Context: an optimization exercise on an open-source flow, tuned for small area, a short achievable clock period and few clock cycles per item. The choices shown serve that exercise and are no tape-out recipe.
Function was checked by simulation only, so behaviour that the tests miss may differ from the original.
No activity file was given, so power comes from the tool's default toggle rates.

==> flow/design.v (excerpt) <==
module ex_mdu (
  input  logic        clk,
  input  logic        rst,
  input  logic        start,
  input  logic [2:0]  op,
  input  logic [31:0] src_a,
  input  logic [31:0] src_b,
  input  logic        flush,
  input  logic        ex_hold,
  output logic        busy,
  output logic        done,
  output logic [31:0] hi,
  output logic [31:0] lo
);
  localparam int SW = 41;    
  typedef enum logic [3:0] {
    S_IDLE, S_MUL, S_RES, S_EXT, S_PRE, S_DIV, S_FIXR, S_FIXQ, S_DONE
  } state_t;
  state_t      r_state;
  logic [5:0]  r_cnt;   
  logic [32:0] r_a;     
  logic [32:0] r_p;     
  logic [32:0] r_c;     
  logic [7:0]  r_sl;    
  logic [7:0]  r_cl;
  logic        r_cy;    
  logic [31:0] r_b;     
  logic [3:0]  r_one;   
  logic [3:0]  r_two;
  logic [3:0]  r_neg;
  logic        r_x5;    
  logic        r_an;    
  logic        r_nq;    
  logic        r_pz;    
  logic        r_res;   
  logic        r_sub;   
  logic [31:0] r_hi;
  logic [31:0] r_lo;
  logic w_sgn, w_go, w_last;
  assign w_sgn  = ~op[0];
  assign w_go   = (r_state == S_IDLE) & start;
  assign w_last = (r_cnt[4:0] == 5'd0);
  logic [SW-1:0] w_row [0:6];
  logic [SW-1:0] w_s, w_c;
  logic [7:0]    w_v;        
  logic [8:0]    w_vn;       
  assign w_v  = r_sl + r_cl;
  assign w_vn = {1'b0, w_s[7:0]} + {1'b0, w_c[7:0]};
  always_comb begin
    logic [33:0] xe, m;
    xe = {r_a[32], r_a};
    for (int i = 0; i < 7; i++) w_row[i] = '0;
    for (int i = 0; i < 4; i++) begin
      m = ({34{r_one[i]}} & xe) | ({34{r_two[i]}} & {xe[32:0], 1'b0});
      m = m ^ {34{r_neg[i]}};
      m[33] = ~m[33];
      w_row[i] = SW'(m) << (2*i);
    end
    w_row[3][0] = r_neg[0];
    w_row[3][2] = r_neg[1];
    w_row[3][4] = r_neg[2];
    w_row[4] = SW'(r_p);
    w_row[5] = SW'(r_c);
    w_row[6] = SW'(41'd85 << 32);
    w_row[6][6] = r_neg[3];
    w_row[6][0] = r_cy;
  end
  ...
Size: about 3000 cells after synthesis, roughly 240 flip-flops, roughly 140 I/O pins.
==> flow/config.mk <==
export PLATFORM = sky130hd
export DESIGN_NAME = ex_mdu
export DESIGN_NICKNAME = ex_mdu
export VERILOG_FILES = /design/flow/design.v
export SDC_FILE = /design/flow/constraint.sdc
export NUM_CORES = 4
export LEC_CHECK = 0
export CAP_MARGIN = 20
export CORE_MARGIN = 2
export CORE_UTILIZATION = 55
export SETUP_SLACK_MARGIN = 4.8
export SLEW_MARGIN = 20
==> flow/constraint.sdc <==
create_clock -name core_clock -period 9.0 [get_ports {clk}]
set_input_delay 1.8000 -clock core_clock [delete_from_list [all_inputs] [get_ports {clk}]]
set_output_delay 1.8000 -clock core_clock [all_outputs]
set_load 0.01 [all_outputs]
run.sh (not shown) runs the stock make flow with config.mk's settings and CLKGATE_MAP_FILE= SYNTH_SCRIPT=/design/flow/synth_recipe.tcl, a recipe that flattens the netlist after the stock synthesis.
Testbench counts at the start, summed over its fixed seeds: cycles 23,783, ops 3,200.
==> next run, changes <==
==> flow/flow/run.sh (new file) <==
#!/bin/bash
# The standard layout (the standard.sh, all steps), except that the port
# buffers which global placement puts on every input and output are buf_1 cells
# instead of the default choice. The make output goes to standard.log here.
set -euo pipefail
export BUFFER_PORTS_ARGS="-buffer_cell sky130_fd_sc_hd__buf_1"
bash standard.sh > standard.log 2>&1
==> flow/standard.sh (new file) <==
#!/bin/bash
# synth_recipe.tcl (not shown) runs the flow's synth.tcl, then flattens the netlist and writes it again
# the make line also repeats each setting of config.mk as NAME=value (left out here)
make -C /OpenROAD-flow-scripts/flow DESIGN_CONFIG=/design/flow/config.mk WORK_HOME=/design/flow/orfs CLKGATE_MAP_FILE= SYNTH_SCRIPT=/design/flow/synth_recipe.tcl "${@:-finish}"
- CTS_BUF_LIST: not set -> sky130_fd_sc_hd__clkbuf_8
removed: flow/run.sh
Total power came out lower by 0.69%.
Clock-buffer cell count increases by 11.
Wire length decreases by 1.6%.
Hold slack gets worse by 6.9 ps.
Combinational power climbs by about 0.4%.
Design area falls by about 5%.

==> separate check: timing with driven ports <==
No port has a modelled driver above. Below, the same layouts with a new extraction and two added sets of constraints.
Step 1 assumes that a clkbuf_16 drives the clock port and a buf_2 every other input.
Step 2, shift: input delay + t, output delay - t, t = (earliest + latest rising clock arrival at the registers) / 2. This alone moves slack from input paths to output paths.
Three values: ideal, step 1, step 2; two values: the first two.
| run | t, ns | setup slack, ns | hold WS [ns] | clock arrival spread, ns | slew at the worst register clock pin (ns) |
|---|---|---|---|---|---|
| the first run | 0.656 | 4.716 / 4.716 / 4.334 | 0.496 / 0.496 / 0.496 | 0.018 / 0.018 | 0.07 / 0.07 |
| the second run | 0.708 | 4.751 / 4.751 / 4.251 | 0.490 / 0.489 / 0.489 | 0.080 / 0.080 | 0.07 / 0.07 |
After both steps setup and hold are still met in every run listed. The setup slack of the second run, which loses most, moves by 0.000 ns with the drivers and by -0.500 ns with both steps.
